Background: an optimization exercise with open tools, aiming at small area, a short achievable clock period and few clock cycles. Do not read the settings as production practice. Only simulation tests tie the RTL to the original design; equivalence was not proved. Power and IR drop assume default switching activity.

==> design.v <==
package mtep_pkg;
  localparam logic [2:0] PH_DELTA    = 3'd0;
  localparam logic [2:0] PH_STATUS   = 3'd1;
  localparam logic [2:0] PH_DATA1    = 3'd2;
  localparam logic [2:0] PH_DATA2    = 3'd3;
  localparam logic [2:0] PH_METATYPE = 3'd4;
  localparam logic [2:0] PH_LEN      = 3'd5;
  localparam logic [2:0] PH_BODY     = 3'd6;
  localparam logic [2:0] PH_HALT     = 3'd7;
  localparam logic [2:0] KIND_DELTA = 3'd0;
  localparam logic [2:0] KIND_OFF   = 3'd1;
  localparam logic [2:0] KIND_ON    = 3'd2;
  localparam logic [2:0] KIND_TEMPO = 3'd3;
  localparam logic [2:0] KIND_ERR   = 3'd4;
endpackage
import mtep_pkg::*;
module midi_track_event_parser (
  input  logic        clk,
  input  logic        rst_n,
  input  logic        in_valid,
  output logic        in_ready,
  input  logic [7:0]  in_data_byte,
  input  logic        in_track_start,
  input  logic        in_track_end,
  output logic        out_valid,
  input  logic        out_ready,
  output logic [2:0]  out_kind,
  output logic [3:0]  out_channel,
  output logic [7:0]  out_key,
  output logic [7:0]  out_velocity,
  output logic [31:0] out_value,
  output logic        out_error_code,
  output logic        out_last
);
  logic [2:0]  ph_r, ph_e, ph_c;
  logic [7:0]  st_r;
  logic [1:0]  cn_r, cn_e;
  logic        m51_r;
  logic [7:0]  y_hi_r;
  logic [27:0] y, y_nxt;
  logic [31:0] x_nxt;
  logic [7:0]  b;
  logic        te, take, pop, go, vl_done, y_one, len_z, is_f, one_data, run_any;
  logic [27:0] vlq_y;
  logic        r0_v, r0_ec, word, mid, two, x_keep, y_keep;
  logic [2:0]  r0_k;
  assign b    = in_data_byte;
  assign te   = in_track_end;
  assign take = in_valid && in_ready;
  assign pop  = out_valid && out_ready;
  assign y    = {y_hi_r, out_channel, out_key, out_velocity};
  assign ph_e = in_track_start ? PH_DELTA : ph_r;
  assign cn_e = in_track_start ? 2'd0 : cn_r;
  assign is_f = (st_r[7:4] == 4'hf);
  assign one_data = (st_r[7:5] == 3'b110);
  assign go      = (cn_e != 2'd0);
  assign vlq_y   = {y[20:0], b[6:0]};
  assign vl_done = !b[7] || (cn_e == 2'd3);
  assign len_z   = (y[20:0] == 21'd0) && (b[6:0] == 7'd0);
  assign y_one   = (y == 28'd1);
  assign run_any = !b[7] && st_r[7] && !(is_f && st_r[3]);
  always_comb begin
    ph_c  = ph_e;
    r0_v  = 1'b0;
    r0_k  = KIND_DELTA;
    r0_ec = 1'b0;
    mid   = 1'b1;
    word  = te;
    case (ph_e)
      PH_DELTA: begin
        if (vl_done) ph_c = PH_STATUS;
        r0_v = vl_done;
        word = vl_done || te;
      end
      PH_STATUS: begin
        if (b[7]) begin
          if (b[7:4] == 4'hf) ph_c = b[3] ? PH_METATYPE : PH_LEN;
          else ph_c = PH_DATA1;
        end else if (!st_r[7]) begin
          ph_c  = PH_HALT;
          mid   = 1'b0;
        end else if (is_f) begin
          if (st_r[3]) ph_c = PH_LEN;
          else begin
            ph_c = (b[6:0] == 7'd0) ? PH_DELTA : PH_BODY;
            mid  = (b[6:0] != 7'd0);
          end
        end else begin
          ph_c = one_data ? PH_DELTA : PH_DATA2;
          mid  = !one_data;
        end
        r0_v  = !b[7] && !st_r[7];
        r0_k  = KIND_ERR;
        r0_ec = 1'b1;
        word  = (te && mid) || (!b[7] && !st_r[7]);
      end
      PH_DATA1: begin
        ph_c = one_data ? PH_DELTA : PH_DATA2;
        mid  = !one_data;
        word = te && !one_data;
      end
      PH_DATA2: begin
        ph_c = PH_DELTA;
        mid  = 1'b0;
        r0_v = (st_r[7:5] == 3'b100);
        r0_k = (!st_r[4] || b == 8'd0) ? KIND_OFF : KIND_ON;
        word = (st_r[7:5] == 3'b100);
      end
      PH_METATYPE: ph_c = PH_LEN;
      PH_LEN: begin
        if (vl_done) ph_c = len_z ? PH_DELTA : PH_BODY;
        mid  = !(vl_done && len_z);
        r0_v = m51_r && vl_done && len_z;
        r0_k = KIND_TEMPO;
        word = vl_done && len_z ? m51_r : te;
      end
      PH_BODY: begin
        if (y_one) ph_c = PH_DELTA;
        mid  = !y_one;
        r0_v = m51_r && y_one;
        r0_k = KIND_TEMPO;
        word = y_one ? m51_r : te;
      end
      default: begin
        mid  = 1'b0;
        word = 1'b0;
      end
    endcase
  end
  assign two = te && ph_e == PH_DELTA && vl_done;
  assign x_keep = (ph_e == PH_DELTA) ? vl_done : (ph_e == PH_BODY && y_one);
  assign y_keep = (ph_e == PH_DATA2);
  always_comb begin
    x_nxt = 32'd0;
    if (out_last && !(te && !x_keep)) begin
      if (ph_e == PH_DELTA) x_nxt = {4'd0, go ? out_value[20:0] : 21'd0, b[6:0]};
      else if (ph_e == PH_BODY) x_nxt = {out_value[23:0], b};
    end
    y_nxt = 28'd0;
    if (!(te && !y_keep)) begin
      case (ph_e)
        PH_STATUS: if (run_any) y_nxt = {20'd0, is_f ? 4'd0 : st_r[3:0], b};
        PH_DATA1:  y_nxt = {20'd0, st_r[3:0], b};
        PH_DATA2:  y_nxt = {8'd0, y[11:0], b};
        PH_LEN:    y_nxt = vlq_y;
        PH_BODY:   y_nxt = y - 28'd1;
        default: ;
      endcase
    end
  end
  always_ff @(posedge clk) begin
    if (take || (pop && !out_last)) out_value <= x_nxt;
  end
  always_ff @(posedge clk) begin
    if (take) begin
      {y_hi_r, out_channel, out_key, out_velocity} <= y_nxt;
      if (ph_e == PH_METATYPE || ph_e == PH_STATUS)
        m51_r <= (b == 8'h51) && (ph_e == PH_METATYPE || st_r[3]);
    end
  end
  always_ff @(posedge clk) begin
    if (!rst_n) begin
      ph_r <= PH_DELTA;
      st_r <= 8'd0;
      cn_r <= 2'd0;
    end else if (take) begin
      ph_r <= te ? PH_DELTA : ph_c;
      if (in_track_start) st_r <= 8'd0;
      else if (ph_r == PH_STATUS && b[7]) st_r <= b;
      cn_r <= ((ph_e == PH_DELTA || ph_e == PH_LEN) && !vl_done && !te) ?
              cn_e + 2'd1 : 2'd0;
    end
  end
  always_ff @(posedge clk) begin
    if (!rst_n) begin
      out_valid <= 1'b0;
      out_last  <= 1'b1;
    end else begin
      out_valid <= (take && word) || (out_valid && !(pop && out_last));
      out_last  <= !(take && two) && (out_last || pop);
    end
  end
  always_ff @(posedge clk) begin
    if (!out_valid || pop) begin
      out_kind       <= (r0_v && out_last) ? r0_k : KIND_ERR;
      out_error_code <= r0_v && r0_ec && out_last;
    end
  end
  assign in_ready = !out_valid || (out_ready && out_last);
endmodule
==> flow/run.sh <==
#!/bin/bash
# The standard layout (standard.sh, unchanged synthesis), with:
# - the smallest buffer (buf_1) on each port instead of the buffer that
#   buffer_ports picks by default; repair may still resize it
# - the buffers that abc inserts removed at floorplan, so that repair_design
#   buffers only where the placed netlist needs it
# Each tool's output goes to standard.log (and ORFS's own logs under orfs/).
export BUFFER_PORTS_ARGS="-buffer_cell sky130_fd_sc_hd__buf_1"
export REMOVE_ABC_BUFFERS=1
bash standard.sh > standard.log 2>&1
==> config.mk <==
export PLATFORM = sky130hd
export DESIGN_NAME = midi_track_event_parser
export DESIGN_NICKNAME = midi_track_event_parser
export VERILOG_FILES = /design/flow/design.v
export SDC_FILE = /design/flow/constraint.sdc
export NUM_CORES = 4
export LEC_CHECK = 0
export CAP_MARGIN = 20
export CORE_MARGIN = 2
export CORE_UTILIZATION = 45
export SETUP_SLACK_MARGIN = 4.0
export SLEW_MARGIN = 20
==> standard.sh <==
#!/bin/bash
# synth_recipe.tcl (not shown) runs the flow's synth.tcl, then flattens the netlist and writes it again
# the make line also repeats each setting of config.mk as NAME=value (left out here)
make -C /OpenROAD-flow-scripts/flow DESIGN_CONFIG=/design/flow/config.mk WORK_HOME=/design/flow/orfs CLKGATE_MAP_FILE= SYNTH_SCRIPT=/design/flow/synth_recipe.tcl "${@:-finish}"
==> constraint.sdc <==
create_clock -name core_clock -period 7.5 [get_ports {clk}]
set_input_delay 1.5000 -clock core_clock [delete_from_list [all_inputs] [get_ports {clk}]]
set_output_delay 1.5000 -clock core_clock [all_outputs]
set_load 0.01 [all_outputs]
==> results of run 1 <==
[sequential cells by signal (all words and copies together) (netlist names)]
| name | count |
|---|---|
| out_valid | 1 |
| ph_r | 3 |
| out_value | 32 |
| out_error_code | 1 |
| st_r | 8 |
| out_channel | 4 |
| out_kind | 3 |
| out_key | 8 |
| out_last | 1 |
| y_hi_r | 8 |
| out_velocity | 8 |
| m51_r | 1 |
| cn_r | 2 |
[power by group through the flow]
stage / clock network (uW) / registers, uW / logic [uW]
detailed placement: 0 / 540 / 88.7
global placement: 0 / 540 / 87.8
CTS: 309 / 530 / 91.8
finish: 304 / 531 / 92.3
global route: 328 / 535 / 101
floorplan: 0 / 544 / 41.1
[cells in the final DEF (no fill, tap or decap), types with 3 or more instances in the layout]
cell type,n
nor2b_1,3
and2_1,4
ha_1,5
buf_1,69
o21ai_0,16
nor3_1,14
inv_6,4
o211ai_1,3
a21oi_1,9
a222oi_1,9
a22o_1,21
dfxtp_1,15
xnor2_1,11
xor2_1,13
edfxtp_1,65
a22oi_1,19
buf_4,5
nand2_1,34
clkbuf_8,9
nand4_1,7
nand2b_1,9
or4_1,3
a31oi_1,5
and3_1,9
inv_1,12
or3_1,6
nand3_1,8
nor2_1,46
o22ai_1,4
[repair_timing]
action / 4_1_cts / 5_1_grt
resized for setup: 14 / 3
hold endpoints to repair: 0 / 0
setup endpoints to repair: 32 / 15
pin swaps: 2 / 1
cloned: 1 / 0
[metrics by stage]
stage / area, sq um / power, uW / setup slack (ps) / utilization, % / hold slack [ps]
3_5_place_dp: 4840 / 629 / 3200 / 49.0 / 497
4_1_cts: 5070 / 932 / 4020 / 51.4 / 523
3_3_place_gp: 4840 / 628 / 3270 / 49.0 / 490
5_1_grt: 5080 / 964 / 4010 / 51.5 / 565
6_report: 5080 / 927 / 4040 / 51.5 / 517
2_1_floorplan: 4350 / 585 / 3390 / - / 465
[layer usage]
layer  global-route usage (%)  vias to the layer above  routed length (um)
met5                        0                        -                   0
met3                     3.03                       26                 765
met2                     34.5                      164                5700
met1                     31.7                     1845                5440
li1                         -                     1799                   -
met4                     9.43                        0                 234
[synth_stat cells (all sizes together) (3+ instances only)]
cell type	count
inv	13
nand2	34
a21o	3
a22oi	19
or4	6
nor3	14
and3	9
a22o	21
clkbuf	17
dfxtp	15
or3	9
nand4	7
nor2b	3
o22ai	4
a21oi	9
nor4	4
a222oi	9
ha	5
buf	28
nand3	8
xor2	13
o21ai	18
nand2b	9
a31oi	6
xnor2	11
and2	4
o211ai	3
edfxtp	65
nor2	46
[worst min path at each step]
stage	from	to	slack, ps	cells past startpoint
after global placement	st_r[2]$_SDFFE_PN0P_	st_r[2]$_SDFFE_PN0P_	490	2
after global routing	st_r[2]$_SDFFE_PN0P_	st_r[2]$_SDFFE_PN0P_	560	2
after detailed placement	st_r[1]$_SDFFE_PN0P_	st_r[1]$_SDFFE_PN0P_	500	2
final	cn_r[1]$_SDFFE_PN0P_	cn_r[1]$_SDFFE_PN0P_	520	2
after floorplan	st_r[0]$_SDFFE_PN0P_	st_r[0]$_SDFFE_PN0P_	470	2
after CTS	st_r[0]$_SDFFE_PN0P_	st_r[0]$_SDFFE_PN0P_	520	2
[worst register-to-register path, stage by stage, from the launching register on]
cell and delay (ps):
edfxtp_1 550, nor4_2 450, and4_1 340, nand4_1 440, o211ai_1 330, and4bb_2 570, a22o_1 240
[area by class of cell]
cell class,count,area (sq um)
clock buffer,9,124
clock inverter,7,52.6
fill,913,4780
inverter,13,48.8
multi-input combinational,314,2120
sequential,80,2250
tap,133,166
timing repair buffer,77,318
[logic make-up after synthesis]
| group | count (synthesis) | synth area share [%] |
|---|---|---|
| and+or+nand+nor | 167 | 19.0 |
| AOI/OAI and AO/OA | 116 | 19.3 |
| DFF | 80 | 48.8 |
| buffers and inverters | 58 | 6.81 |
| xor gates and xnor gates | 24 | 4.56 |
| adders and majority gates | 5 | 1.36 |
| muxes | 1 | 0.217 |
==> impl_metrics.env, run 1 <==
export IMPL_final_max_slew_viol_count=0
export IMPL_core_sq_um=9860
export IMPL_synth_main_ff_cell="edfxtp_1"
export IMPL_grt_pass1_wl_mm=19.5
export IMPL_dp_cells=616
export IMPL_routed_wl_mm=12.1
export IMPL_routed_via_density=6.06
export IMPL_period_share_pct=46.1
export IMPL_critPathLaunch="out_ready"
export IMPL_ys_warnings_count=1
export IMPL_drt_iter0_drc=378
export IMPL_fp_row_count=36
export IMPL_p_clk_share_pct=32.8
export IMPL_ir_drop_mv=0.0760
export IMPL_synth_cell_type_count=66
export IMPL_hpwl_mm=8.15
export IMPL_htree_levels=3
export IMPL_worstPathRequired_ps=6000
export IMPL_grt_usage_pct=22.4
export IMPL_fin_crit_ps=3460
export IMPL_fp_dieH_um=105
export IMPL_worst_pin_slew_ps=796
export IMPL_synth_top_area_share_pct=42.3
export IMPL_reg2reg_to="out_value[23]$_SDFFCE_PN0P_"
export IMPL_path_class="input port to output port"
export IMPL_antenna_found_initial=0
export IMPL_start_util_pct=46.8
export IMPL_hp_class="flip-flop to flip-flop"
export IMPL_fin_cells=633
export IMPL_drc=0
export IMPL_cts_tree="done"
export IMPL_relSlewSlack_pct=46.9
export IMPL_fin_tns_setup_ps=0
export IMPL_synth_cells=451
export IMPL_crit_end="in_ready"
export IMPL_crit_chain="buf_6 -> a21boi_4 -> inv_1 -> buf_2"
export IMPL_cts_sinks=80
export IMPL_overflow=0
export IMPL_arrival_ps=1960
export IMPL_cts_root_buffer="clkbuf_8"
export IMPL_clock_path_buffers=2
export IMPL_cts_buffers=9
export IMPL_clock_skew_ps=13.3
export IMPL_die_x_um=105
export IMPL_power_frac_seq_pct=57.2
export IMPL_synthArstFlopShare_pct=0
export IMPL_ios=73
export IMPL_synth_top_cells_by_area="edfxtp_1, dfxtp_1, a22o_1"
export IMPL_p_int_uw=660
export IMPL_synth_avg_cell_area_sq_um=10.2
export IMPL_critPathTopFamily="buffers and inverters"
export IMPL_status="no timing/DRC/antenna violations"
export IMPL_synth_edf_count=65
export IMPL_switching_share_pct=28.9
export IMPL_place_gp_congestion=0.955
export IMPL_path_depth=4
export IMPL_slowest_delay_ps=150
export IMPL_worstReg2RegStart="out_key[0]$_SDFFCE_PP0P_"
export IMPL_area_delta_synth_final_pct=10.1
export IMPL_layout_drive_gt1_share_pct=9.60
export IMPL_drv_cap=0
export IMPL_path_clk_slew_ps=90
export IMPL_fin_nets=514
export IMPL_combPwrFrac_pct=10.0
export IMPL_finalSetupViolCount=0
export IMPL_synth_largest_area_cell="edfxtp_1"
export IMPL_dieArea_sq_um=11100
export IMPL_crit_fanout=3
export IMPL_ys_seq_elements=80
export IMPL_reg2reg_slack_ps=4450
export IMPL_crit_slowest_cell="a21boi_4"
export IMPL_grt_max_degree=33
export IMPL_holdBufCountCts=0
export IMPL_post_cts_buffers=0
export IMPL_path_buf_inv=3
export IMPL_endpoint_kind="output port"
export IMPL_fmax_mhz=289
export IMPL_leakage_uw=0.00159
export IMPL_start_kind="input port"
export IMPL_hold_viol=0
export IMPL_wire_per_inst_um=19.2
export IMPL_p_switching_uw=268
export IMPL_ant_nets=0
export IMPL_num_vias=3834
export IMPL_dr_pass1_iters=7
export IMPL_rsz0062_at_grt="false"
export IMPL_r2r_cells=6
export IMPL_power_density_nw_per_um2=183
export IMPL_synth_area_sq_um=4610
export IMPL_ys_seq_area_share_pct=48.8
export IMPL_clk_latency_ps=370
export IMPL_grt_pass1_vias=3578
export IMPL_numPortBuffers=72
export IMPL_antenna_cells=0
Testbench counts, summed over its fixed seeds: cycles 32,983.
==> run 2, diff against run 1 <==
--- a/design.v
+++ b/design.v
@@ -36,11 +36,11 @@
   logic [7:0]  st_r;
-  logic [1:0]  cn_r, cn_e;
-  logic        m51_r;
-  logic [7:0]  y_hi_r;
-  logic [27:0] y, y_nxt;
+  logic [1:0]  cn_r, cn_e, cn_nxt;
+  logic        m51_r, lg_r, fr_r;
+  logic [19:0] n_nxt;
   logic [31:0] x_nxt;
   logic [7:0]  b;
-  logic        te, take, pop, go, vl_done, y_one, len_z, is_f, one_data, run_any;
-  logic [27:0] vlq_y;
-  logic        r0_v, r0_ec, word, mid, two, x_keep, y_keep;
+  logic        te, take, pop, go, vl_done, is_f, one_data, run_ch, sx_run;
+  logic [27:0] vlq;
+  logic        l_z, l_small, len_end, body_end, x_five;
+  logic        r0_v, r0_ec, word, mid, two, x_keep, n_keep;
   logic [2:0]  r0_k;
@@ -50,3 +50,2 @@
   assign pop  = out_valid && out_ready;
-  assign y    = {y_hi_r, out_channel, out_key, out_velocity};
   assign ph_e = in_track_start ? PH_DELTA : ph_r;
@@ -56,7 +55,11 @@
   assign go      = (cn_e != 2'd0);
-  assign vlq_y   = {y[20:0], b[6:0]};
+  assign vlq     = {go ? out_value[20:0] : 21'd0, b[6:0]};
   assign vl_done = !b[7] || (cn_e == 2'd3);
-  assign len_z   = (y[20:0] == 21'd0) && (b[6:0] == 7'd0);
-  assign y_one   = (y == 28'd1);
-  assign run_any = !b[7] && st_r[7] && !(is_f && st_r[3]);
+  assign l_z     = (vlq == 28'd0);
+  assign l_small = (vlq[27:3] == 25'd0) && !(vlq[2] && vlq[1:0] != 2'd0);
+  assign run_ch  = !b[7] && st_r[7] && !is_f;
+  assign sx_run  = !b[7] && is_f && !st_r[3];
+  assign len_end = (ph_e == PH_LEN) ? vl_done : (ph_e == PH_STATUS && sx_run);
+  assign body_end = !lg_r && (cn_r == 2'd0);
+  assign x_five   = (out_value[27:0] == 28'd5);
   always_comb begin
@@ -84,4 +87,4 @@
           else begin
-            ph_c = (b[6:0] == 7'd0) ? PH_DELTA : PH_BODY;
-            mid  = (b[6:0] != 7'd0);
+            ph_c = l_z ? PH_DELTA : PH_BODY;
+            mid  = !l_z;
           end
@@ -110,14 +113,14 @@
       PH_LEN: begin
-        if (vl_done) ph_c = len_z ? PH_DELTA : PH_BODY;
-        mid  = !(vl_done && len_z);
-        r0_v = m51_r && vl_done && len_z;
+        if (vl_done) ph_c = l_z ? PH_DELTA : PH_BODY;
+        mid  = !(vl_done && l_z);
+        r0_v = m51_r && vl_done && l_z;
         r0_k = KIND_TEMPO;
-        word = vl_done && len_z ? m51_r : te;
+        word = (vl_done && l_z) ? m51_r : te;
       end
       PH_BODY: begin
-        if (y_one) ph_c = PH_DELTA;
-        mid  = !y_one;
-        r0_v = m51_r && y_one;
+        if (body_end) ph_c = PH_DELTA;
+        mid  = !body_end;
+        r0_v = m51_r && body_end;
         r0_k = KIND_TEMPO;
-        word = y_one ? m51_r : te;
+        word = body_end ? m51_r : te;
       end
@@ -130,18 +133,19 @@
   assign two = te && ph_e == PH_DELTA && vl_done;
-  assign x_keep = (ph_e == PH_DELTA) ? vl_done : (ph_e == PH_BODY && y_one);
-  assign y_keep = (ph_e == PH_DATA2);
+  assign x_keep = (ph_e == PH_DELTA) ? vl_done : (ph_e == PH_BODY && body_end);
+  assign n_keep = (ph_e == PH_DATA2);
+  logic x_ok, x_vlq, x_dec, x_sh;
+  assign x_ok  = out_last && !(te && !x_keep);
+  assign x_vlq = x_ok && (ph_e == PH_DELTA || ph_e == PH_LEN || (ph_e == PH_STATUS && sx_run));
+  assign x_dec = x_ok && ph_e == PH_BODY && lg_r;
+  assign x_sh  = x_ok && ph_e == PH_BODY && !lg_r;
   always_comb begin
-    x_nxt = 32'd0;
-    if (out_last && !(te && !x_keep)) begin
-      if (ph_e == PH_DELTA) x_nxt = {4'd0, go ? out_value[20:0] : 21'd0, b[6:0]};
-      else if (ph_e == PH_BODY) x_nxt = {out_value[23:0], b};
-    end
-    y_nxt = 28'd0;
-    if (!(te && !y_keep)) begin
+    x_nxt = ({32{x_vlq}} & {4'd0, vlq}) |
+            ({32{x_dec}} & {4'd0, out_value[27:0] - 28'd1}) |
+            ({32{x_sh}}  & {fr_r ? 24'd0 : out_value[23:0], b});
+    n_nxt = 20'd0;
+    if (!(te && !n_keep)) begin
       case (ph_e)
-        PH_STATUS: if (run_any) y_nxt = {20'd0, is_f ? 4'd0 : st_r[3:0], b};
-        PH_DATA1:  y_nxt = {20'd0, st_r[3:0], b};
-        PH_DATA2:  y_nxt = {8'd0, y[11:0], b};
-        PH_LEN:    y_nxt = vlq_y;
-        PH_BODY:   y_nxt = y - 28'd1;
+        PH_STATUS: if (run_ch) n_nxt = {st_r[3:0], b, b};
+        PH_DATA1:  n_nxt = {st_r[3:0], b, b};
+        PH_DATA2:  n_nxt = {out_channel, out_key, b};
         default: ;
@@ -149,2 +153,9 @@
     end
+    cn_nxt = 2'd0;
+    if (!te) begin
+      if ((ph_e == PH_DELTA || ph_e == PH_LEN) && !vl_done) cn_nxt = cn_e + 2'd1;
+      else if (len_end && l_small && !l_z) cn_nxt = b[1:0] - 2'd1;
+      else if (ph_e == PH_BODY && lg_r) cn_nxt = x_five ? 2'd3 : 2'd0;
+      else if (ph_e == PH_BODY && !body_end) cn_nxt = cn_r - 2'd1;
+    end
   end
@@ -155,5 +166,8 @@
     if (take) begin
-      {y_hi_r, out_channel, out_key, out_velocity} <= y_nxt;
+      {out_channel, out_key, out_velocity} <= n_nxt;
       if (ph_e == PH_METATYPE || ph_e == PH_STATUS)
         m51_r <= (b == 8'h51) && (ph_e == PH_METATYPE || st_r[3]);
+      if (len_end) lg_r <= !l_small;
+      else if (ph_e == PH_BODY && x_five) lg_r <= 1'b0;
+      fr_r <= len_end || (ph_e == PH_BODY && lg_r);
     end
@@ -169,4 +183,3 @@
       else if (ph_r == PH_STATUS && b[7]) st_r <= b;
-      cn_r <= ((ph_e == PH_DELTA || ph_e == PH_LEN) && !vl_done && !te) ?
-              cn_e + 2'd1 : 2'd0;
+      cn_r <= cn_nxt;
     end
--- a/flow/run.sh
+++ b/flow/run.sh
@@ -6,5 +6,8 @@
 #   buffers only where the placed netlist needs it
-# Each tool's output goes to standard.log (and ORFS's own logs under orfs/).
+# - clock tree synthesis without dummy loads (ORFS's default arguments
+#   otherwise)
+# The flow's output goes to standard.log (and ORFS's own logs under orfs/).
 export BUFFER_PORTS_ARGS="-buffer_cell sky130_fd_sc_hd__buf_1"
 export REMOVE_ABC_BUFFERS=1
+export CTS_ARGS="-sink_clustering_enable -repair_clock_nets -dont_use_dummy_load"
 bash standard.sh > standard.log 2>&1
==> impl_metrics.env, run 2 <==
export IMPL_status="no timing/DRC/antenna violations"
export IMPL_leakage_uw=0.00167
export IMPL_synth_top_family_by_area="simple AND/OR/NAND/NOR gates"
export IMPL_start_util_pct=46.9
export IMPL_synth_compound_area_share_pct=17.0
export IMPL_endpoint_kind="output port"
export IMPL_cts_tree="done"
export IMPL_grt_max_degree=33
export IMPL_wl_met1_mm=5.15
export IMPL_layout_area_seq_sq_um=2070
export IMPL_grt_pass1_vias=3582
export IMPL_overflow=0
export IMPL_yosys_area_share_simple_pct=24.2
export IMPL_rsz0062_at_grt="true"
export IMPL_num_vias=3824
export IMPL_synth_edf_count=59
export IMPL_synth_xor_area_share_pct=5.00
export IMPL_mostFrequentLayoutCell="buf_1"
export IMPL_clock_skew_ps=25.1
export IMPL_fin_nets=536
export IMPL_ys_warnings_count=1
export IMPL_drv_cap=0
export IMPL_fin_crit_ps=3460
export IMPL_synth_cells=452
export IMPL_antenna_found_initial=0
export IMPL_numPortBuffers=72
export IMPL_timing_hold_ws_ps=470
export IMPL_path_class="input port to output port"
export IMPL_relSlewSlack_pct=52.4
export IMPL_synth_avg_cell_area_sq_um=9.68
export IMPL_fp_dieH_um=103
export IMPL_core_sq_um=9330
export IMPL_layout_drive_gt1_share_pct=6.82
export IMPL_cts_root_buffer="clkbuf_8"
export IMPL_grt_pass1_wl_mm=18.7
export IMPL_multi_input_area_sq_um=2130
export IMPL_grt_usage_pct=23.0
export IMPL_ant_nets=0
export IMPL_largest_reg_flops=32
export IMPL_area_delta_synth_final_pct=12.4
export IMPL_crit_fanout=3
export IMPL_ys_seq_elements=74
export IMPL_hold_viol=0
export IMPL_synth_main_ff_cell="edfxtp_1"
export IMPL_fin_cells=642
export IMPL_worst_pin_slew_ps=708
export IMPL_hp_class="flip-flop to flip-flop"
export IMPL_met3_length_um=747
export IMPL_cts_sinks=74
export IMPL_routed_via_density=5.96
export IMPL_wl_met2_mm=5.64
export IMPL_worstPathRequired_ps=6000
export IMPL_synth_cell_type_count=57
export IMPL_fp_row_count=35
export IMPL_synth_area_sq_um=4380
export IMPL_htree_levels=3
export IMPL_dr_pass1_iters=4
export IMPL_power_density_nw_per_um2=174
export IMPL_ir_drop_mv=0.0743
export IMPL_finalSetupViolCount=0
export IMPL_final_max_slew_viol_count=0
export IMPL_period_share_pct=46.1
export IMPL_yosys_top_cells_count="edfxtp_1, nor2_1, nand2_1"
export IMPL_path_clk_slew_ps=80
export IMPL_synth_top_cells_by_area="edfxtp_1, dfxtp_1, a221o_1"
export IMPL_routed_wl_mm=11.8
export IMPL_drc=0
export IMPL_n_fill_cell=939
export IMPL_antenna_cells=0
export IMPL_ys_seq_area_share_pct=47.3
export IMPL_ios=73
export IMPL_synthArstFlopShare_pct=0
export IMPL_hpwl_mm=8.16
export IMPL_place_gp_congestion=0.938
export IMPL_start_kind="input port"
export IMPL_cts_buffers=9
export IMPL_yosysMostFrequentCell="edfxtp_1"
export IMPL_fmax_mhz=289
export IMPL_max_flop_register="out_value"
export IMPL_arrival_ps=1960
export IMPL_dp_cells=630
export IMPL_synth_largest_area_cell="edfxtp_1"
export IMPL_synth_mux_area_fraction_pct=0
export IMPL_synth_top_area_share_pct=40.5
export IMPL_clk_latency_ps=350
export IMPL_mostFrequentLayoutCells="buf_1, edfxtp_1, nor2_1"
export IMPL_wire_per_inst_um=18.3
export IMPL_top_layer="met4"
export IMPL_drt_iter0_drc=174
export IMPL_fin_tns_setup_ps=0
export IMPL_synth_fa_ha_area_share_pct=2.00
export IMPL_holdBufCountCts=0
export IMPL_dieArea_sq_um=10500
export IMPL_die_x_um=103
export IMPL_clock_path_buffers=2
run 2: changes by cell type in the layout (fill, tap and decap cells not counted), moves of 7 or more:
cell / delta
inv_1: +7
nor3_1: -7
a222oi_1: -9
nor4_1: +8
a221o_1: +19
nand4_1: +11
nor2_1: +8
and2_1: +13
a22o_1: -21
a22oi_1: -19
a21boi_0: +9
run 2: worst paths after layout:
check                                                  to                   start  slack, ps  cells after the start
worst max-delay path                             in_ready               out_ready       4040                      4
worst min-delay path                 st_r[2]$_SDFFE_PN0P_    st_r[2]$_SDFFE_PN0P_        470                      2
worst max register to register  out_kind[2]$_SDFFCE_PN1P_  out_value[4]$_DFFE_PP_       4660                      6
worst min register to register       st_r[2]$_SDFFE_PN0P_    st_r[2]$_SDFFE_PN0P_        470                      2
run 2: repair_timing:
| action | 4_1_cts | 5_1_grt |
|---|---|---|
| buffers inserted | 2 | 1 |
| resized for setup | 6 | 6 |
| pin swaps | 1 | 1 |
| gates cloned | 0 | 0 |
| setup endpoints to repair | 44 | 30 |
run 2: worst max-delay path: stages:
cell and delay [ps]:
buf_1 120, nand2_1 80, nand2_1 120, clkbuf_2 140
run 2: kinds of logic (layout without fill, tap and decap cells):
family                   Yosys count  after routing
XOR/XNOR                          25             25
AND/OR/NAND/NOR                  199            199
adder cells (fa/ha/maj)            7              7
AO/OA/AOI/OAI                     98             98
buffers and inverters             49            110
flip-flops                        74             74
run 2: power breakdown:
| group | internal [uW] | switching [uW] | total, uW |
|---|---|---|---|
| registers | 468 | 30.2 | 499 |
| logic | 40.6 | 74.0 | 115 |
| clock network | 107 | 134 | 242 |
| total | 616 | 239 | 855 |
run 2: final cells by class:
cell class | count | share of cell area [%]
Multi-Input combinational cell | 329 | 43.3
Timing Repair Buffer | 81 | 7.15
Sequential cell | 74 | 42.1
Tap cell | 129 | 3.28
Inverter | 20 | 1.60
Clock buffer | 9 | 2.52
run 2: per-stage QoR:
step	power, uW	area (sq um)	util (%)	worst slack (ps)
after detailed placement	619	4730	50.7	2660
after global placement	618	4730	50.7	2870
final	855	4920	52.7	4040
after global routing	887	4920	52.7	3990
after CTS	858	4890	52.4	4020
after floorplan	567	4260	-	3750
run 2: metal layers:
layer / track usage (%) / vias to the layer above
met5: 0 / -
met4: 8.41 / 0
met3: 3.32 / 19
met2: 36.7 / 143
met1: 31.9 / 1847
li1: - / 1815
Testbench counts of run 2, summed over its fixed seeds: cycles 32,983.
==> run 3, diff against run 2 <==
--- a/config.mk
+++ b/config.mk
@@ -9,3 +9,3 @@
 export CORE_MARGIN = 2
-export CORE_UTILIZATION = 45
+export CORE_UTILIZATION = 50
 export SETUP_SLACK_MARGIN = 4.0
==> impl_metrics.env, run 3 <==
export IMPL_synth_main_ff_cell="edfxtp_1"
export IMPL_synth_avg_cell_area_sq_um=9.68
export IMPL_start_kind="input port"
export IMPL_synth_largest_area_cell="edfxtp_1"
export IMPL_clock_path_buffers=2
export IMPL_synth_fa_ha_area_share_pct=2.00
export IMPL_status="no timing/DRC/antenna violations"
export IMPL_mostFrequentLayoutCell="buf_1"
export IMPL_grt_usage_pct=24.5
export IMPL_dp_cells=608
export IMPL_hpwl_mm=7.97
export IMPL_arrival_ps=1920
export IMPL_clk_latency_ps=360
export IMPL_synth_area_sq_um=4380
export IMPL_grt_max_degree=33
export IMPL_drv_cap=0
export IMPL_fp_dieH_um=97.6
export IMPL_relSlewSlack_pct=45.0
export IMPL_cts_sinks=74
export IMPL_place_ws_ps=2690
export IMPL_antenna_found_initial=0
export IMPL_wire_per_inst_um=18.8
export IMPL_layout_drive_gt1_share_pct=7.03
export IMPL_routed_wl_mm=11.7
export IMPL_htree_levels=3
export IMPL_worstPathRequired_ps=6000
export IMPL_ys_seq_area_share_pct=47.3
export IMPL_ys_seq_elements=74
export IMPL_final_design_area_no_fill_sq_um=4890
export IMPL_largest_reg_flops=32
export IMPL_endpoint_kind="output port"
export IMPL_start_util_pct=50.9
export IMPL_clock_skew_ps=29.1
export IMPL_routed_via_density=6.00
export IMPL_rsz0062_at_grt="false"
export IMPL_drt_iter0_drc=205
export IMPL_fin_crit_ps=3420
export IMPL_final_max_slew_viol_count=0
export IMPL_grt_pass1_vias=3617
export IMPL_hp_class="flip-flop to flip-flop"
export IMPL_drc=0
export IMPL_layout_area_seq_sq_um=2070
export IMPL_power_density_nw_per_um2=176
export IMPL_mostFrequentLayoutCells="buf_1, edfxtp_1, nor2_1"
export IMPL_fin_nets=535
export IMPL_num_vias=3722
export IMPL_layout_setup_ws_ps=4080
export IMPL_dr_pass1_iters=4
export IMPL_fp_row_count=34
export IMPL_synth_edf_count=59
export IMPL_fin_tns_setup_ps=0
export IMPL_n_fill_cell=822
export IMPL_yosys_top_cells_count="edfxtp_1, nor2_1, nand2_1"
export IMPL_fin_cells=620
export IMPL_synth_top_area_share_pct=40.5
export IMPL_synth_cell_type_count=57
export IMPL_ys_warnings_count=1
export IMPL_synthArstFlopShare_pct=0
export IMPL_synth_compound_area_share_pct=17.0
export IMPL_ir_drop_mv=0.114
export IMPL_dieArea_sq_um=9520
export IMPL_antenna_cells=0
export IMPL_overflow=0
export IMPL_place_gp_congestion=0.916
export IMPL_dpl_cell_area_sq_um=4700
export IMPL_yosys_area_share_simple_pct=24.2
export IMPL_crit_fanout=3
export IMPL_cts_buffers=9
export IMPL_synth_xor_area_share_pct=5.00
export IMPL_hold_viol=0
export IMPL_finalSetupViolCount=0
export IMPL_total_power_uw=861
export IMPL_path_clk_slew_ps=90
export IMPL_fmax_mhz=292
export IMPL_synth_cells=452
export IMPL_numPortBuffers=72
export IMPL_area_delta_synth_final_pct=11.8
export IMPL_worst_pin_slew_ps=818
export IMPL_synth_mux_area_fraction_pct=0
export IMPL_synth_top_family_by_area="simple AND/OR/NAND/NOR gates"
export IMPL_die_x_um=97.6
export IMPL_multi_input_area_sq_um=2150
export IMPL_leakage_uw=0.00166
export IMPL_holdBufCountCts=0
export IMPL_cts_tree="done"
export IMPL_ios=73
export IMPL_path_class="input port to output port"
export IMPL_cts_root_buffer="clkbuf_8"
export IMPL_max_flop_register="out_value"
export IMPL_core_sq_um=8590
export IMPL_period_share_pct=45.6
export IMPL_grt_pass1_wl_mm=18.7
export IMPL_yosysMostFrequentCell="edfxtp_1"
export IMPL_synth_top_cells_by_area="edfxtp_1, dfxtp_1, a221o_1"
export IMPL_ant_nets=0
-- run 3: worst max-delay path, stage by stage --
cell and delay, ps:
buf_1 100, nand2_1 80, nand2_1 100, clkbuf_2 130
-- run 3: what timing repair did --
action / CTS / global route
buffers inserted: 2 / 0
gates resized for setup: 7 / 6
pin swaps: 1 / 1
setup endpoints to repair: 44 / 29
gates cloned: 0 / 1
-- run 3: cell type report --
class                      count  area share, %
timing repair buffer          79           6.80
sequential                    74           42.3
tap                          108           2.76
clock buffer                   9           2.53
inverter                      20           1.61
multi-input combinational    330           44.0
-- run 3: stage by stage --
stage / hold WS [ps] / utilization [%]
after floorplan: 436 / -
after global placement: 454 / 54.7
after detailed placement: 460 / 54.7
after CTS: 476 / 56.6
after global routing: 508 / 57.0
final: 471 / 57.0
-- run 3: kinds of logic (layout without fill, tap and decap cells) --
logic type               Yosys count  in the layout
AO/OA/AOI/OAI                     98             98
XOR/XNOR                          25             25
adder cells (fa/ha/maj)            7              7
buffers and inverters             49            108
flip-flops                        74             74
AND/OR/NAND/NOR                  199            200
-- run 3: path summary, 6_finish.rpt --
check	slack, ps	end	from	depth (start not counted)
worst min-delay path	470	st_r[2]$_SDFFE_PN0P_	st_r[2]$_SDFFE_PN0P_	2
worst max register to register	4650	cn_r[1]$_SDFFE_PN0P_	ph_r[1]$_SDFFE_PN0P_	6
worst min register to register	470	st_r[2]$_SDFFE_PN0P_	st_r[2]$_SDFFE_PN0P_	2
worst max-delay path	4080	in_ready	out_ready	4
-- run 3: where the power goes --
| part | total [uW] | internal, uW | switching (uW) |
|---|---|---|---|
| Sequential | 498 | 468 | 29.7 |
| Combinational | 114 | 40.4 | 73.8 |
| Clock | 249 | 107 | 141 |
-- run 3: per-layer routing --
layer / track usage, % / up-vias / routed length (um)
met2: 41.9 / 98 / 5840
met5: 0 / - / 0
met1: 32.0 / 1787 / 5120
met3: 3.45 / 21 / 492
li1: - / 1816 / -
met4: 8.33 / 0 / 204
==> run 4, diff against run 3 <==
--- a/design.v
+++ b/design.v
@@ -37,4 +37,4 @@
   logic [1:0]  cn_r, cn_e, cn_nxt;
-  logic        m51_r, lg_r, fr_r;
-  logic [19:0] n_nxt;
+  logic        m51_r, lg_r, fr_r, rt_r;
+  logic [15:0] n_nxt;
   logic [31:0] x_nxt;
@@ -54,3 +54,3 @@
   assign one_data = (st_r[7:5] == 3'b110);
-  assign go      = (cn_e != 2'd0);
+  assign go      = (cn_e != 2'd0) || rt_r;
   assign vlq     = {go ? out_value[20:0] : 21'd0, b[6:0]};
@@ -64,2 +64,14 @@
   assign x_five   = (out_value[27:0] == 28'd5);
+  logic       x_wrap, rt_bor;
+  logic [6:0] d_res;
+  assign x_wrap = (out_value[6:0] == 7'd0);
+  always_comb begin
+    case (cn_r)
+      2'd1:    rt_bor = (out_value[20:7] == 14'd0);
+      2'd2:    rt_bor = (out_value[20:14] == 7'd0);
+      2'd3:    rt_bor = 1'b1;
+      default: rt_bor = 1'b0;
+    endcase
+  end
+  assign d_res = rt_r ? out_value[27:21] - {6'd0, rt_bor} : out_value[6:0] - 7'd1;
   always_comb begin
@@ -141,11 +153,12 @@
   always_comb begin
-    x_nxt = ({32{x_vlq}} & {4'd0, vlq}) |
-            ({32{x_dec}} & {4'd0, out_value[27:0] - 28'd1}) |
+    x_nxt = ({32{x_vlq || rt_r}} & {4'd0, vlq[27:7], 7'd0}) |
+            ({32{x_vlq}} & {25'd0, b[6:0]}) |
+            ({32{x_dec || rt_r}} & {25'd0, d_res}) |
             ({32{x_sh}}  & {fr_r ? 24'd0 : out_value[23:0], b});
-    n_nxt = 20'd0;
+    n_nxt = 16'd0;
     if (!(te && !n_keep)) begin
       case (ph_e)
-        PH_STATUS: if (run_ch) n_nxt = {st_r[3:0], b, b};
-        PH_DATA1:  n_nxt = {st_r[3:0], b, b};
-        PH_DATA2:  n_nxt = {out_channel, out_key, b};
+        PH_STATUS: if (run_ch) n_nxt = {b, b};
+        PH_DATA1:  n_nxt = {b, b};
+        PH_DATA2:  n_nxt = {out_key, b};
         default: ;
@@ -157,3 +170,3 @@
       else if (len_end && l_small && !l_z) cn_nxt = b[1:0] - 2'd1;
-      else if (ph_e == PH_BODY && lg_r) cn_nxt = x_five ? 2'd3 : 2'd0;
+      else if (ph_e == PH_BODY && lg_r) cn_nxt = x_five ? 2'd3 : x_wrap ? 2'd1 : 2'd0;
       else if (ph_e == PH_BODY && !body_end) cn_nxt = cn_r - 2'd1;
@@ -162,3 +175,4 @@
   always_ff @(posedge clk) begin
-    if (take || (pop && !out_last)) out_value <= x_nxt;
+    if (rt_r || take || (pop && !out_last)) out_value[6:0] <= x_nxt[6:0];
+    if (rt_r || ((take || (pop && !out_last)) && !x_dec)) out_value[31:7] <= x_nxt[31:7];
   end
@@ -166,3 +180,3 @@
     if (take) begin
-      {out_channel, out_key, out_velocity} <= n_nxt;
+      {out_key, out_velocity} <= n_nxt;
       if (ph_e == PH_METATYPE || ph_e == PH_STATUS)
@@ -179,3 +193,8 @@
       cn_r <= 2'd0;
+      rt_r <= 1'b0;
+    end else if (rt_r) begin
+      cn_r <= cn_r + {1'b0, cn_r != 2'd0};
+      rt_r <= (cn_r != 2'd0);
     end else if (take) begin
+      rt_r <= x_dec && x_wrap;
       ph_r <= te ? PH_DELTA : ph_c;
@@ -201,3 +220,4 @@
   end
-  assign in_ready = !out_valid || (out_ready && out_last);
+  assign in_ready    = !rt_r && (!out_valid || (out_ready && out_last));
+  assign out_channel = (!out_kind[2] && (out_kind[1] ^ out_kind[0])) ? st_r[3:0] : 4'd0;
 endmodule
--- a/config.mk
+++ b/config.mk
@@ -9,3 +9,3 @@
 export CORE_MARGIN = 2
-export CORE_UTILIZATION = 50
+export CORE_UTILIZATION = 45
 export SETUP_SLACK_MARGIN = 4.0
==> impl_metrics.env, run 4 <==
export IMPL_routed_via_density=6.07
export IMPL_slowest_delay_ps=160
export IMPL_arrival_ps=1980
export IMPL_ios=73
export IMPL_fin_util_pct=52.2
export IMPL_synth_edf_count=55
export IMPL_max_flop_register="out_value"
export IMPL_worstPathRequired_ps=6000
export IMPL_htree_levels=3
export IMPL_yosysMostFrequentCell="edfxtp_1"
export IMPL_synth_cell_type_count=66
export IMPL_fin_tns_setup_ps=0
export IMPL_dpl_cell_area_sq_um=4560
export IMPL_numPortBuffers=72
export IMPL_hpwl_mm=8.28
export IMPL_synthArstFlopShare_pct=0
export IMPL_worstReg2RegStart="ph_r[0]$_SDFFE_PN0P_"
export IMPL_fin_nets=526
export IMPL_overflow=0
export IMPL_r2r_cells=6
export IMPL_ant_nets=0
export IMPL_fp_row_count=35
export IMPL_relSlewSlack_pct=44.9
export IMPL_start_kind="input port"
export IMPL_core_sq_um=9200
export IMPL_p_clk_share_pct=28.1
export IMPL_drc=0
export IMPL_worst_pin_slew_ps=825
export IMPL_area_delta_synth_final_pct=13.0
export IMPL_fmax_mhz=287
export IMPL_drt_iter0_drc=279
export IMPL_p_switching_uw=239
export IMPL_clk_latency_ps=350
export IMPL_synth_top_area_share_pct=38.9
export IMPL_crit_slowest_cell="a21boi_2"
export IMPL_layout_drive_gt1_share_pct=8.47
export IMPL_grt_max_degree=29
export IMPL_hold_viol=0
export IMPL_place_gp_congestion=0.914
export IMPL_holdBufCountCts=0
export IMPL_p_int_uw=603
export IMPL_hold_depth=2
export IMPL_clock_skew_ps=31.5
export IMPL_final_design_area_no_fill_sq_um=4800
export IMPL_finalSetupViolCount=0
export IMPL_crit_chain="buf_6 -> a21boi_2 -> nor2_2 -> buf_2"
export IMPL_path_clk_slew_ps=70
export IMPL_n_fill_cell=862
export IMPL_mostFrequentLayoutCell="buf_1"
export IMPL_yosys_top_cells_count="edfxtp_1, nor2_1, a21oi_1, nand2_1, and2_1"
export IMPL_drv_cap=0
export IMPL_dieArea_sq_um=10200
export IMPL_cts_root_buffer="clkbuf_8"
export IMPL_hp_class="flip-flop to flip-flop"
export IMPL_cts_buffers=9
export IMPL_crit_fanout=3
export IMPL_num_vias=3685
export IMPL_hold_start="st_r[1]$_SDFFE_PN0P_"
export IMPL_critPathLaunch="out_ready"
export IMPL_die_x_um=101
export IMPL_timing_hold_ws_ps=523
export IMPL_status="no timing/DRC/antenna violations"
export IMPL_ys_seq_area_share_pct=46.4
export IMPL_final_max_slew_viol_count=0
export IMPL_fin_crit_ps=3480
export IMPL_ys_seq_elements=71
export IMPL_path_class="input port to output port"
export IMPL_rsz0062_at_grt="true"
export IMPL_period_share_pct=46.4
export IMPL_leakage_uw=0.00170
export IMPL_largest_reg_flops=32
export IMPL_cts_tree="done"
export IMPL_synth_avg_cell_area_sq_um=9.88
export IMPL_dr_pass1_iters=5
export IMPL_synth_top_cells_by_area="edfxtp_1, dfxtp_1, a22o_1"
export IMPL_synth_area_sq_um=4250
export IMPL_synth_largest_area_cell="edfxtp_1"
export IMPL_mostFrequentLayoutCells="buf_1, edfxtp_1, nor2_1"
export IMPL_antenna_found_initial=0
export IMPL_fp_dieH_um=101
export IMPL_grt_pass1_vias=3403
export IMPL_clock_path_buffers=2
export IMPL_combPwrFrac_pct=15.1
export IMPL_power_frac_seq_pct=56.8
export IMPL_power_density_nw_per_um2=176
export IMPL_ir_drop_mv=0.0640
export IMPL_total_power_uw=843
export IMPL_antenna_cells=0
export IMPL_wire_per_inst_um=19.7
export IMPL_synth_cells=430
export IMPL_ys_warnings_count=1
export IMPL_routed_wl_mm=12.0
export IMPL_grt_pass1_wl_mm=18.4
export IMPL_synth_main_ff_cell="edfxtp_1"
export IMPL_switching_share_pct=28.4
export IMPL_start_util_pct=46.2
export IMPL_cts_sinks=71
export IMPL_grt_usage_pct=23.7
export IMPL_endpoint_kind="output port"
==> run 4: kinds of logic after synthesis <==
group,after synthesis,share of synthesized area (%)
buf+inv,44,4.57
compound gates,119,20.2
flops,71,46.4
xor+xnor,10,2.06
simple gates,172,22.6
fa+ha+maj,14,4.12
==> run 4: repair_timing <==
item | in CTS | in global routing
gates cloned | 2 | 0
buffers inserted | 5 | 0
hold endpoints to repair | 0 | 0
endpoints found under the setup margin | 66 | 53
pin swaps | 1 | 2
resized for setup | 14 | 9
==> run 4: path summary, 6_finish.rpt <==
path,endpoint,slack (ps)
worst max-delay path,in_ready,4020
worst min-delay path,st_r[1]$_SDFFE_PN0P_,520
worst max register to register,out_kind[1]$_SDFFCE_PN0P_,4630
worst min register to register,st_r[1]$_SDFFE_PN0P_,520
==> run 4: critical path: cells and delay by family <==
kind / cells / cell delay (ps)
AOI/OAI and AO/OA: 1 / 160
buffers and inverters: 2 / 260
and+or+nand+nor: 1 / 70
==> run 4: per-stage QoR <==
step	instances	worst slack [ps]
after floorplan	405	3290
after global placement	591	2820
after detailed placement	591	2730
after CTS	607	4000
after global routing	607	3900
final	607	4020
==> run 4: cell type report <==
class / count / area (sq um) / area share, %
multi-input combinational: 316 / 2130 / 44.4
timing repair buffer: 81 / 353 / 7.35
inverter: 19 / 78.8 / 1.64
tap: 111 / 139 / 2.89
sequential: 71 / 1970 / 41.1
clock buffer: 9 / 124 / 2.58
==> run 4: power groups by stage <==
stage,Sequential [uW],Clock [uW],Combinational (uW)
floorplan,488,0,63.7
global placement,487,0,117
detailed placement,487,0,117
CTS,478,242,125
global route,482,255,141
finish,479,236,127
==> run 4: per-layer routing <==
layer | GRT usage, % | part of all wire, %
met5 | 0 | 0
met4 | 7.69 | 1.4
met3 | 4.90 | 6.5
met2 | 36.8 | 46
met1 | 33.3 | 46
Testbench counts of run 4, summed over its fixed seeds: cycles 33,072.

[afterwards: timing with drivers on the ports]
In the flow no input, the clock included, has a driving cell. The finished layouts below were timed again as built, in two steps. Step 1 assumes that a clkbuf_16 drives the clock port and a buf_2 every other input. Step 2 adds t to the input delays and takes it off the output delays; t is the mean of the earliest and latest rising clock arrival at the registers after step 1. Input paths then give back, and output paths get back, about the clock's delay inside the block. a / b / c = ideal ports / drivers / drivers and shift; a / b = the first two.
run	t (ns)	slack for setup (ns)	hold WS [ns]	worst setup path after step 2	pins driven straight from the clock port
run 1	0.396	4.045 / 4.013 / 3.659	0.517 / 0.517 / 0.517	input to register	1
run 2	0.365	4.045 / 4.018 / 3.760	0.470 / 0.470 / 0.470	input to register	1
run 3	0.376	4.078 / 4.044 / 3.755	0.471 / 0.471 / 0.471	input to register	1
run 4	0.371	4.021 / 3.989 / 3.670	0.523 / 0.523 / 0.523	input to register	1
After both steps every run listed still meets setup and hold. For run 1, which loses most, drivers alone change the setup slack by -0.032 ns; drivers and shift together by -0.386 ns.
